This design comes from an exercise in tuning for small area, a short achievable clock period and few clock cycles per item on the open sky130 flow, not from production work. The RTL was checked by simulation tests, not by an equivalence proof against the original design. Power and IR drop assume default switching activity.

## cnnTop
module cnnTop (
    input  logic                            i_clk,
    input  logic                            i_rstN,
    input  logic                            i_wrEn,
    input  logic [6-1:0]          i_wrAddr,
    input  logic [8-1:0]           i_wrData,
    input  logic                            i_start,
    output logic                            o_busy,
    output logic                            o_done,
    output logic signed [24-1:0] o_result,
    output logic                            o_led
);
    logic [8-1:0] mem [64];
    logic [8-1:0] memData;
    assign memData = i_wrData & {8{i_rstN}};
    always_ff @(posedge i_clk) begin
        for (int p = 0; p < 64; p++) begin
            if (!i_rstN || (i_wrEn && i_wrAddr == 6'(p))) mem[p] <= memData;
        end
    end
    logic                  wrValid;
    logic [8-1:0] oldPix;
    logic [8-1:0] newPix;
    logic                  r0A, r7A, c0A, c7A;
    always_ff @(posedge i_clk) begin
        wrValid <= i_wrEn && i_rstN;
        oldPix  <= mem[i_wrAddr];
        newPix  <= i_wrData;
        r0A     <= i_wrAddr[5:3] == 3'd0;
        r7A     <= i_wrAddr[5:3] == 3'd7;
        c0A     <= i_wrAddr[2:0] == 3'd0;
        c7A     <= i_wrAddr[2:0] == 3'd7;
    end
    logic signed [8:0] diffA;
    logic              rbA, cbA;
    assign diffA = wrValid ? $signed({1'b0, newPix}) - $signed({1'b0, oldPix}) : 9'sd0;
    assign rbA   = r0A | r7A;
    assign cbA   = c0A | c7A;
    function automatic logic [17:0] csaSum(input logic [17:0] a, b, c);
        csaSum = a ^ b ^ c;
    endfunction
    function automatic logic [17:0] csaCry(input logic [17:0] a, b, c);
        csaCry = ((a & b) | (a & c) | (b & c)) << 1;
    endfunction
    logic [5:0] dl;
    logic [5:0] x0, y0, x1, y1, x2, y2;
    logic [5:0] l0Sum, l0Cry, l1Sum, l1Cry, l2Sum, l2Cry;
    assign dl = diffA[5:0];
    assign x0 = (rbA | cbA) ? dl << 2 : dl << 3;
    assign y0 = (rbA ^ cbA) ? dl << 1 : (rbA | cbA) ? 6'd0 : dl;
  ...
clock: 8.0 ns
lec_check: 0
cap_margin: 20
core_margin: 2
core_utilization: 40
setup_slack_margin: 5
slew_margin: 20
run.sh (not shown) runs the stock make flow with config.mk's settings and CLKGATE_MAP_FILE= SYNTH_SCRIPT=/design/flow/synth_recipe.tcl, a recipe that flattens the netlist after the stock synthesis.
The first run produced a clean layout.
Testbench counts at the start, summed over its fixed seeds: cycles 8,576, images 128.
==> next run, changes <==
Settings changed: CTS_BUF_LIST set to sky130_fd_sc_hd__clkbuf_8, CTS_CLUSTER_DIAMETER set to 50, CTS_CLUSTER_SIZE set to 16.
Effect: The new run ran to the end with no violations. Wire length is about the same. Power shrinks by 9.3%. Final area shrinks by about 2.8%. Non-clock buffer count shrinks by 9. Clock-buffer cell count shrinks by 19. Worst setup slack is worse by 0.0077 ns. Hold slack hardly moves. Die area does not change. Synthesized cell count is unchanged. Global-route usage is about the same.


cnnTop, a different RTL version from the one above (not shown whole).
Size: ~2,000 cells after synthesis, ~660 flip-flops, about 45 I/O pins.
// cnnTop
module cnnTop (
    input  logic                            i_clk,
    input  logic                            i_rstN,
    input  logic                            i_wrEn,
    input  logic [6-1:0]          i_wrAddr,
    input  logic [8-1:0]           i_wrData,
    input  logic                            i_start,
    output logic                            o_busy,
    output logic                            o_done,
    output logic signed [24-1:0] o_result,
    output logic                            o_led
);
==> flow/config.mk <==
export PLATFORM = sky130hd
export DESIGN_NAME = cnnTop
export DESIGN_NICKNAME = cnnTop
export VERILOG_FILES = /design/flow/design.v
export SDC_FILE = /design/flow/constraint.sdc
export NUM_CORES = 4
export LEC_CHECK = 0
export CAP_MARGIN = 20
export CORE_MARGIN = 2
export CORE_UTILIZATION = 50
export CTS_BUF_LIST = sky130_fd_sc_hd__clkbuf_8
export CTS_CLUSTER_DIAMETER = 50
export CTS_CLUSTER_SIZE = 16
export SETUP_SLACK_MARGIN = 5
export SLEW_MARGIN = 20
==> flow/constraint.sdc <==
create_clock -name core_clock -period 8.0 [get_ports {i_clk}]
set_input_delay 1.6000 -clock core_clock [delete_from_list [all_inputs] [get_ports {i_clk}]]
set_output_delay 1.6000 -clock core_clock [all_outputs]
set_load 0.01 [all_outputs]
standard.sh (not shown) runs the stock make flow with config.mk's settings and CLKGATE_MAP_FILE= SYNTH_SCRIPT=/design/flow/synth_recipe.tcl, a recipe that flattens the netlist after the stock synthesis.
==> flow/flow/run.sh <==
#!/bin/bash
# The standard layout, with clock tree synthesis told not to add dummy loads.
# The CTS arguments are otherwise those the standard flow builds from config.mk.
set -euo pipefail
export CTS_ARGS="-sink_clustering_enable -repair_clock_nets -sink_clustering_size 16 -sink_clustering_max_diameter 50 -buf_list sky130_fd_sc_hd__clkbuf_8 -dont_use_dummy_load"
bash standard.sh finish > standard_make.log 2>&1
The baseline produced a clean layout.
Testbench counts at the start, summed over its fixed seeds: cycles 8,832, images 128.
Then changed:
==> flow/run.sh (new file) <==
#!/bin/bash
# synth_recipe.tcl (not shown) runs the flow's synth.tcl, then flattens the netlist and writes it again
# the make line also repeats each setting of config.mk as NAME=value (left out here)
make -C /OpenROAD-flow-scripts/flow DESIGN_CONFIG=/design/flow/config.mk WORK_HOME=/design/flow/orfs CLKGATE_MAP_FILE= SYNTH_SCRIPT=/design/flow/synth_recipe.tcl finish
--- a/flow/config.mk
+++ b/flow/config.mk
@@ -9,3 +9,3 @@
 export CORE_MARGIN = 2
-export CORE_UTILIZATION = 50
+export CORE_UTILIZATION = 60
 export CTS_BUF_LIST = sky130_fd_sc_hd__clkbuf_8
removed: flow/flow/run.sh
removed: flow/standard.sh
- The new run finished clean
- wire length fell by a few percent
- register-to-register slack got worse by 0.06 ns
- first-iteration DRC count went down by a little under a tenth
- combinational power falls by a few percent
- cell count went down by a few percent
- area after synthesis is unchanged
- power rises slightly
- die area is lower by about a fifth
- critical path depth came out lower by 4
Then changed:
==> flow/flow/run.sh (new file) <==
#!/bin/bash
# The standard layout, with clock tree synthesis told not to add dummy loads.
# The CTS arguments are otherwise those the standard flow builds from config.mk.
set -euo pipefail
export CTS_ARGS="-sink_clustering_enable -repair_clock_nets -sink_clustering_size 16 -sink_clustering_max_diameter 50 -buf_list sky130_fd_sc_hd__clkbuf_8 -dont_use_dummy_load"
bash standard.sh finish > standard_make.log 2>&1
==> flow/standard.sh (new file) <==
#!/bin/bash
# synth_recipe.tcl (not shown) runs the flow's synth.tcl, then flattens the netlist and writes it again
# the make line also repeats each setting of config.mk as NAME=value (left out here)
make -C /OpenROAD-flow-scripts/flow DESIGN_CONFIG=/design/flow/config.mk WORK_HOME=/design/flow/orfs CLKGATE_MAP_FILE= SYNTH_SCRIPT=/design/flow/synth_recipe.tcl "${@:-finish}"
--- a/flow/config.mk
+++ b/flow/config.mk
@@ -9,3 +9,3 @@
 export CORE_MARGIN = 2
-export CORE_UTILIZATION = 60
+export CORE_UTILIZATION = 40
 export CTS_BUF_LIST = sky130_fd_sc_hd__clkbuf_8
removed: flow/run.sh
After rerunning:
- The new run finished clean
- hold slack got worse by 0.038 ns
- total power goes down by 1.2%
- final area goes up by 1.1%
Then changed:
==> flow/run.sh (new file) <==
#!/bin/bash
# synth_recipe.tcl (not shown) runs the flow's synth.tcl, then flattens the netlist and writes it again
# the make line also repeats each setting of config.mk as NAME=value (left out here)
make -C /OpenROAD-flow-scripts/flow DESIGN_CONFIG=/design/flow/config.mk WORK_HOME=/design/flow/orfs CLKGATE_MAP_FILE= SYNTH_SCRIPT=/design/flow/synth_recipe.tcl finish
--- a/flow/config.mk
+++ b/flow/config.mk
@@ -9,3 +9,3 @@
 export CORE_MARGIN = 2
-export CORE_UTILIZATION = 40
+export CORE_UTILIZATION = 70
 export CTS_BUF_LIST = sky130_fd_sc_hd__clkbuf_8
removed: flow/flow/run.sh
removed: flow/standard.sh
Outcome: Synthesized area stays the same. Final area falls by 1.6%. Count of clock-buffer cells in the layout falls by 17. Sequential power stays flat. Register-to-register slack got worse by 0.11 ns. First-iteration DRC count went up by 34%. Routed wire length goes down by 2.3%. Utilization climbs by 33 points.
Then changed:
==> flow/flow/run.sh (new file) <==
#!/bin/bash
# The standard layout, with clock tree synthesis told not to add dummy loads.
# The CTS arguments are otherwise those the standard flow builds from config.mk.
set -euo pipefail
export CTS_ARGS="-sink_clustering_enable -repair_clock_nets -sink_clustering_size 30 -sink_clustering_max_diameter 80 -buf_list sky130_fd_sc_hd__clkbuf_16 -dont_use_dummy_load"
bash standard.sh finish > standard_make.log 2>&1
==> flow/standard.sh (new file) <==
#!/bin/bash
# synth_recipe.tcl (not shown) runs the flow's synth.tcl, then flattens the netlist and writes it again
# the make line also repeats each setting of config.mk as NAME=value (left out here)
make -C /OpenROAD-flow-scripts/flow DESIGN_CONFIG=/design/flow/config.mk WORK_HOME=/design/flow/orfs CLKGATE_MAP_FILE= SYNTH_SCRIPT=/design/flow/synth_recipe.tcl "${@:-finish}"
--- a/flow/config.mk
+++ b/flow/config.mk
@@ -9,6 +9,6 @@
 export CORE_MARGIN = 2
-export CORE_UTILIZATION = 70
-export CTS_BUF_LIST = sky130_fd_sc_hd__clkbuf_8
-export CTS_CLUSTER_DIAMETER = 50
-export CTS_CLUSTER_SIZE = 16
+export CORE_UTILIZATION = 40
+export CTS_BUF_LIST = sky130_fd_sc_hd__clkbuf_16
+export CTS_CLUSTER_DIAMETER = 80
+export CTS_CLUSTER_SIZE = 30
 export SETUP_SLACK_MARGIN = 5
removed: flow/run.sh
Synthesized area stays the same. Power goes down by 3.1%. Utilization goes down by 33 points. Cell count goes up by 14%. Clock-buffer cell count goes down by 20. Worst hold slack degrades by 0.015 ns.
Then changed:
==> flow/run.sh (new file) <==
#!/bin/bash
# synth_recipe.tcl (not shown) runs the flow's synth.tcl, then flattens the netlist and writes it again
# the make line also repeats each setting of config.mk as NAME=value (left out here)
make -C /OpenROAD-flow-scripts/flow DESIGN_CONFIG=/design/flow/config.mk WORK_HOME=/design/flow/orfs CLKGATE_MAP_FILE= SYNTH_SCRIPT=/design/flow/synth_recipe.tcl finish
removed: flow/flow/run.sh
removed: flow/standard.sh
What happened:
- wire length is about the same
- clock power went up by 17%
- design area went up by 1.4%

re-timing with driven ports:
In the flow no input, the clock included, has a driving cell. The finished layouts below were timed again as built, in two steps. Step 1, drivers: a clkbuf_16 drives i_clk and a buf_2 each remaining input, both assumed. Step 2 times the ports against the registers' clock, not the clock port: input delays grow and output delays shrink by t, the midpoint of the rising clock arrivals with the driver on. a / b / c = ideal ports / drivers / drivers and shift; a / b = the first two.
| run | t, ns | setup slack, ns | cell pins on the clock port's net |
|---|---|---|---|
| the first run of note 1 | 0.678 | 4.598 / 4.598 / 4.262 | 1 |
| the second run of note 1 | 0.754 | 4.590 / 4.590 / 4.153 | 1 |
| the first run of note 2 | 0.689 | 5.026 / 5.026 / 5.001 | 1 |
| the second run of note 2 | 0.741 | 4.966 / 4.966 / 4.966 | 1 |
| the third run of note 2 | 0.710 | 5.005 / 5.005 / 5.005 | 1 |
| the fourth run of note 2 | 0.760 | 4.892 / 4.892 / 4.892 | 1 |
| the fifth run of note 2 | 0.621 | 5.045 / 5.045 / 5.045 | 1 |
| the sixth run of note 2 | 0.651 | 4.992 / 4.950 / 4.992 | 1 |
After both steps setup and hold are still met in every run listed. For the second run of note 1, which loses most, drivers alone change the setup slack by 0.000 ns; drivers and shift together by -0.437 ns.
